What follows belongs to an exercise in optimizing a design on an open flow for small area; a production flow would make more cautious choices.
RTL that was checked went through simulation tests only; none was proved equivalent to the original.

Setup of the previous run:
==> flow/design.v <==
package skinny_masked_pkg;
    typedef enum logic [1:0] {
        ST_IDLE = 2'd0,
        ST_CALC = 2'd1,
        ST_DONE = 2'd2,
        ST_HOLD = 2'd3
    } fsm_state_t;
    localparam int SB_LAT = 4;
    localparam int N_SBOX = 16;
    function automatic integer n_shares(input integer dd);
        n_shares = dd + 1;
    endfunction
    function automatic integer rnd_per_and(input integer dd);
        rnd_per_and = dd * (dd + 1) / 2;
    endfunction
    function automatic integer rnd_per_sbox(input integer dd);
        rnd_per_sbox = 8 * dd * (dd + 1) / 2;
    endfunction
endpackage
module skinny_share_byte_mux
#(
    parameter int d = 2
) (
    input  logic [128*(d+1)-1:0] state,
    output logic [128*(d+1)-1:0] sb_in,
    input  logic [128*(d+1)-1:0] sb_out,
    output logic [128*(d+1)-1:0] result
);
    localparam int NS = skinny_masked_pkg::n_shares(d);
    for (genvar k = 0; k < skinny_masked_pkg::N_SBOX; k++) begin : g_byte
        for (genvar j = 0; j < NS; j++) begin : g_share
            assign sb_in[k*8*NS + 8*j +: 8]  = state[128*j + 8*k +: 8];
            assign result[128*j + 8*k +: 8] = sb_out[k*8*NS + 8*j +: 8];
        end
    end
endmodule
module skinny_sbox8_domd_non_pipelined
#(
    parameter int d = 2
) (
    input  logic                      clk,
    input  logic                      ld,      
    input  logic                      hold,    
    input  logic                      sel_x,   
    input  logic                      sel_w,   
    input  logic [1:0]                lyr,     
    input  logic [8*(d+1)-1:0]        si,
    input  logic [skinny_masked_pkg::rnd_per_sbox(d)-1:0] rnd,
    output logic [8*(d+1)-1:0]        so
);
    localparam int NS = skinny_masked_pkg::n_shares(d);
    localparam int RA = skinny_masked_pkg::rnd_per_and(d);
    function automatic logic [NS-1:0] dom_and(input logic [NS-1:0] a,
                                              input logic [NS-1:0] b,
                                              input logic [RA-1:0] r);
        logic [NS-1:0] c;
        c = a & b;
        for (int i = 0; i < NS; i++) begin
            for (int j = i + 1; j < NS; j++) begin
                c[i] = c[i] ^ (a[i] & b[j]) ^ r[i*NS - i*(i+1)/2 + (j-i-1)];
                c[j] = c[j] ^ (a[j] & b[i]) ^ r[i*NS - i*(i+1)/2 + (j-i-1)];
            end
        end
        dom_and = c;
    endfunction
    function automatic logic [8*NS-1:0] perm_sh(input logic [8*NS-1:0] x);
        logic [8*NS-1:0] p;
        for (int i = 0; i < NS; i++) begin
            p[8*i +: 8] = {x[8*i+2], x[8*i+1], x[8*i+7], x[8*i+6],
                           x[8*i+4], x[8*i+0], x[8*i+3], x[8*i+5]};
        end
        perm_sh = p;
    endfunction
    function automatic logic [8*NS-1:0] unperm_swap_sh(input logic [8*NS-1:0] p);
        logic [8*NS-1:0] s;
        for (int i = 0; i < NS; i++) begin
            s[8*i +: 8] = {p[8*i+5], p[8*i+4], p[8*i+0], p[8*i+3],
                           p[8*i+1], p[8*i+6], p[8*i+7], p[8*i+2]};
        end
        unperm_swap_sh = s;
    endfunction
    logic [8*NS-1:0] x_q;
    logic [8*NS-1:0] w_q;
    logic [8*NS-1:0] x, y;
    logic [2*RA-1:0] r;
    logic [NS-1:0]   a_lo, b_lo, a_hi, b_hi, n_lo, n_hi;
    assign r = rnd[lyr*2*RA +: 2*RA];
    assign x = ({8*NS{sel_x}} & x_q) | ({8*NS{sel_w}} & w_q);
    always_comb begin
        for (int i = 0; i < NS; i++) begin
            a_lo[i] = x[8*i+2] ^ (i == 0);
            b_lo[i] = x[8*i+3] ^ (i == 0);
            a_hi[i] = x[8*i+6] ^ (i == 0);
            b_hi[i] = x[8*i+7] ^ (i == 0);
        end
        n_lo = dom_and(a_lo, b_lo, r[RA-1:0]);
        n_hi = dom_and(a_hi, b_hi, r[2*RA-1:RA]);
        y = x;
        for (int i = 0; i < NS; i++) begin
            y[8*i]   = x[8*i]   ^ n_lo[i];
            y[8*i+4] = x[8*i+4] ^ n_hi[i];
        end
    end
    logic [8*NS-1:0] w_d;
    assign w_d = ({8*NS{hold}} & w_q) | ({8*NS{sel_x | sel_w}} & perm_sh(y));
    always_ff @(posedge clk) begin
        if (ld) x_q <= si;
        w_q <= w_d;
    end
    assign so = unperm_swap_sh(w_q);
endmodule
module skinny_subcells_domd_ctrl
#(
    parameter int d      = 2,
    parameter int SB_LAT = skinny_masked_pkg::SB_LAT
) (
    input  logic                      clk,
    input  logic                      rst,
    input  logic                      in_valid,
    output logic                      in_ready,
    input  logic [128*(d+1)-1:0]      in_state,
    input  logic [64*d*(d+1)-1:0]     rnd,
    input  logic                      rnd_valid,
    output logic                      rnd_req,
    output logic                      out_valid,
    input  logic                      out_ready,
    output logic [128*(d+1)-1:0]      out_state,
    output logic                      restart
);
    localparam int NS    = skinny_masked_pkg::n_shares(d);
    localparam int RPS   = skinny_masked_pkg::rnd_per_sbox(d);
    logic [1:0]           cnt;
    logic                 done_q;
    logic                 calc0_q, calcn_q;
    logic [128*NS-1:0]    sb_in;
    logic [128*NS-1:0]    sb_out;
    skinny_share_byte_mux #(.d(d)) u_mux (
        .state  (in_state),
        .sb_in  (sb_in),
        .sb_out (sb_out),
        .result (out_state)
    );
    for (genvar k = 0; k < skinny_masked_pkg::N_SBOX; k++) begin : g_sbox
        skinny_sbox8_domd_non_pipelined #(.d(d)) u_sbox (
            .clk   (clk),
            .ld    (in_ready),
            .hold  (~rnd_req),
            .sel_x (calc0_q),
            .sel_w (calcn_q),
            .lyr   (cnt),
            .si    (sb_in[k*8*NS +: 8*NS]),
            .rnd   (rnd[k*RPS +: RPS]),
            .so    (sb_out[k*8*NS +: 8*NS])
        );
    end
    always_ff @(posedge clk or posedge rst) begin
        if (rst) begin
            cnt       <= '0;
            in_ready  <= 1'b1;
            rnd_req   <= 1'b0;
            done_q    <= 1'b0;
            out_valid <= 1'b0;
            restart   <= 1'b0;
            calc0_q   <= 1'b0;
            calcn_q   <= 1'b0;
        end else begin
            restart <= rnd_req & ~rnd_valid;
            done_q  <= 1'b0;
            if (in_ready && in_valid) begin
                in_ready <= 1'b0;
                rnd_req  <= 1'b1;
            end
            if (rnd_req) begin
                if (rnd_valid) begin
                    cnt <= cnt + 2'd1;
                    if (cnt == 2'(SB_LAT - 1)) begin
                        rnd_req <= 1'b0;
                        done_q  <= 1'b1;
                    end
                end else begin
                    cnt <= '0;
                end
            end
            if (done_q) out_valid <= 1'b1;
            if (out_valid && out_ready) begin
                out_valid <= 1'b0;
                in_ready  <= 1'b1;
            end
            calc0_q <= (in_ready & in_valid) | (rnd_req & ~rnd_valid);
            calcn_q <= rnd_req & rnd_valid & cnt != 2'(SB_LAT - 1);
        end
    end
endmodule
==> flow/config.mk <==
export PLATFORM = sky130hd
export DESIGN_NAME = skinny_subcells_domd_ctrl
export DESIGN_NICKNAME = skinny_subcells_domd_ctrl
export VERILOG_FILES = /design/flow/design.v
export SDC_FILE = /design/flow/constraint.sdc
export NUM_CORES = 4
export LEC_CHECK = 0
export CAP_MARGIN = 20
export CORE_AREA = 5 5 415 415
export CTS_CLUSTER_DIAMETER = 150
export CTS_CLUSTER_SIZE = 24
export DIE_AREA = 0 0 420 420
export SLEW_MARGIN = 20
==> flow/constraint.sdc <==
create_clock -name core_clock -period 4.0 [get_ports {clk}]
set_input_delay 0.8000 -clock core_clock [delete_from_list [all_inputs] [get_ports {clk}]]
set_output_delay 0.8000 -clock core_clock [all_outputs]
set_load 0.01 [all_outputs]
standard.sh (not shown) runs the stock make flow with config.mk's settings and CLKGATE_MAP_FILE= SYNTH_SCRIPT=/design/flow/synth_recipe.tcl, a recipe that flattens the netlist after the stock synthesis.
==> flow/flow/run.sh <==
#!/bin/bash
# Standard ORFS layout; the only change is the cell buffer_ports uses for the
# port buffers (the smallest buffer instead of the tool's default choice).
set -euo pipefail
bash standard.sh "BUFFER_PORTS_ARGS=-buffer_cell sky130_fd_sc_hd__buf_1" finish > orfs_flow.log 2>&1
Input changes introduced in the current run (baseline for comparison: the previous run):
-- flow/design.v --
<<< the previous run, line 44
    input  logic                      sel_x,   
    input  logic                      sel_w,   
    input  logic [1:0]                lyr,     
    input  logic [8*(d+1)-1:0]        si,
    input  logic [skinny_masked_pkg::rnd_per_sbox(d)-1:0] rnd,
>>> the current run, line 44
    input  logic                      sel_x,   
    input  logic                      sel_w,   
    input  logic [skinny_masked_pkg::SB_LAT-1:0] lyr,  
    input  logic [8*(d+1)-1:0]        si,
    input  logic [skinny_masked_pkg::rnd_per_sbox(d)-1:0] rnd,
<<< the previous run, line 85
    logic [2*RA-1:0] r;
    logic [NS-1:0]   a_lo, b_lo, a_hi, b_hi, n_lo, n_hi;
    assign r = rnd[lyr*2*RA +: 2*RA];
    assign x = ({8*NS{sel_x}} & x_q) | ({8*NS{sel_w}} & w_q);
    always_comb begin
>>> the current run, line 85
    logic [2*RA-1:0] r;
    logic [NS-1:0]   a_lo, b_lo, a_hi, b_hi, n_lo, n_hi;
    always_comb begin
        r = '0;
        for (int l = 0; l < skinny_masked_pkg::SB_LAT; l++)
            r = r | ({2*RA{lyr[l]}} & rnd[l*2*RA +: 2*RA]);
    end
    assign x = ({8*NS{sel_x}} & x_q) | ({8*NS{sel_w}} & w_q);
    always_comb begin
<<< the previous run, line 130
    localparam int NS    = skinny_masked_pkg::n_shares(d);
    localparam int RPS   = skinny_masked_pkg::rnd_per_sbox(d);
    logic [1:0]           cnt;
    logic                 done_q;
    logic                 calc0_q, calcn_q;
    logic [128*NS-1:0]    sb_in;
    logic [128*NS-1:0]    sb_out;
>>> the current run, line 134
    localparam int NS    = skinny_masked_pkg::n_shares(d);
    localparam int RPS   = skinny_masked_pkg::rnd_per_sbox(d);
    logic                 done_q;
    logic [SB_LAT-1:0]    lyr_q;
    logic                 calcn_q;
    logic [128*NS-1:0]    sb_in;
    logic [128*NS-1:0]    sb_out;
<<< the previous run, line 146
            .ld    (in_ready),
            .hold  (~rnd_req),
            .sel_x (calc0_q),
            .sel_w (calcn_q),
            .lyr   (cnt),
            .si    (sb_in[k*8*NS +: 8*NS]),
            .rnd   (rnd[k*RPS +: RPS]),
>>> the current run, line 150
            .ld    (in_ready),
            .hold  (~rnd_req),
            .sel_x (lyr_q[0]),
            .sel_w (calcn_q),
            .lyr   (lyr_q),
            .si    (sb_in[k*8*NS +: 8*NS]),
            .rnd   (rnd[k*RPS +: RPS]),
<<< the previous run, line 156
    always_ff @(posedge clk or posedge rst) begin
        if (rst) begin
            cnt       <= '0;
            in_ready  <= 1'b1;
            rnd_req   <= 1'b0;
>>> the current run, line 160
    always_ff @(posedge clk or posedge rst) begin
        if (rst) begin
            in_ready  <= 1'b1;
            rnd_req   <= 1'b0;
<<< the previous run, line 162
            out_valid <= 1'b0;
            restart   <= 1'b0;
            calc0_q   <= 1'b0;
            calcn_q   <= 1'b0;
        end else begin
            restart <= rnd_req & ~rnd_valid;
            done_q  <= 1'b0;
            if (in_ready && in_valid) begin
                in_ready <= 1'b0;
                rnd_req  <= 1'b1;
            end
            if (rnd_req) begin
                if (rnd_valid) begin
                    cnt <= cnt + 2'd1;
                    if (cnt == 2'(SB_LAT - 1)) begin
                        rnd_req <= 1'b0;
                        done_q  <= 1'b1;
                    end
                end else begin
                    cnt <= '0;
                end
            end
            if (done_q) out_valid <= 1'b1;
            if (out_valid && out_ready) begin
>>> the current run, line 165
            out_valid <= 1'b0;
            restart   <= 1'b0;
            lyr_q     <= '0;
            calcn_q   <= 1'b0;
        end else begin
            restart <= rnd_req & ~rnd_valid;
            lyr_q   <= {lyr_q[SB_LAT-2:0] & {(SB_LAT-1){rnd_valid}},
                        (in_ready & in_valid) | (rnd_req & ~rnd_valid)};
            calcn_q <= |lyr_q[SB_LAT-2:0] & rnd_valid;
            done_q  <= lyr_q[SB_LAT-1] & rnd_valid;
            if (in_ready && in_valid) begin
                in_ready <= 1'b0;
                rnd_req  <= 1'b1;
            end
            if (lyr_q[SB_LAT-1] && rnd_valid) rnd_req <= 1'b0;
            if (done_q) out_valid <= 1'b1;
            if (out_valid && out_ready) begin
<<< the previous run, line 187
                in_ready  <= 1'b1;
            end
            calc0_q <= (in_ready & in_valid) | (rnd_req & ~rnd_valid);
            calcn_q <= rnd_req & rnd_valid & cnt != 2'(SB_LAT - 1);
        end
    end
>>> the current run, line 183
                in_ready  <= 1'b1;
            end
        end
    end
==> comparison <==
- The current run ended up with in -> reg as its path type of the worst min-delay path; the previous run ended up with in -> async.
- The core of the current run is more densely filled than that of the previous run.
- Compared with the previous run, in the current run detailed-routing wirelength on met1 rose by 19%, share of final layout cell area taken by clock buffers and inverters about even, worst hold slack now sits higher, non-clock buffer count in the final layout picked up an extra about 3%.
For the current run, only the layout was checked, not whether the RTL still works.

-- port drivers added, routing unchanged --
No port has a modelled driver above. Below, the same layouts with a new extraction and two added sets of constraints. Step 1, drivers: a clkbuf_16 drives clk and a buf_2 each remaining input, both assumed. Step 2 moves the port delays by t, midway between the first and last clock arrival at a register: inputs arrive t later, outputs are due t later. That takes back most of the time a late clock gives input paths. a / b / c = ideal ports / drivers / drivers and shift; a / b = the first two.
| run | shift t [ns] | slack for setup (ns) | worst register clock-pin slew, ns |
|---|---|---|---|
| the previous run | 0.712 | 1.201 / 1.201 / 1.201 | 0.10 / 0.10 |
| the current run | 0.712 | 0.644 / 0.644 / 0.644 | 0.11 / 0.11 |
After both steps every run listed still meets setup and hold.
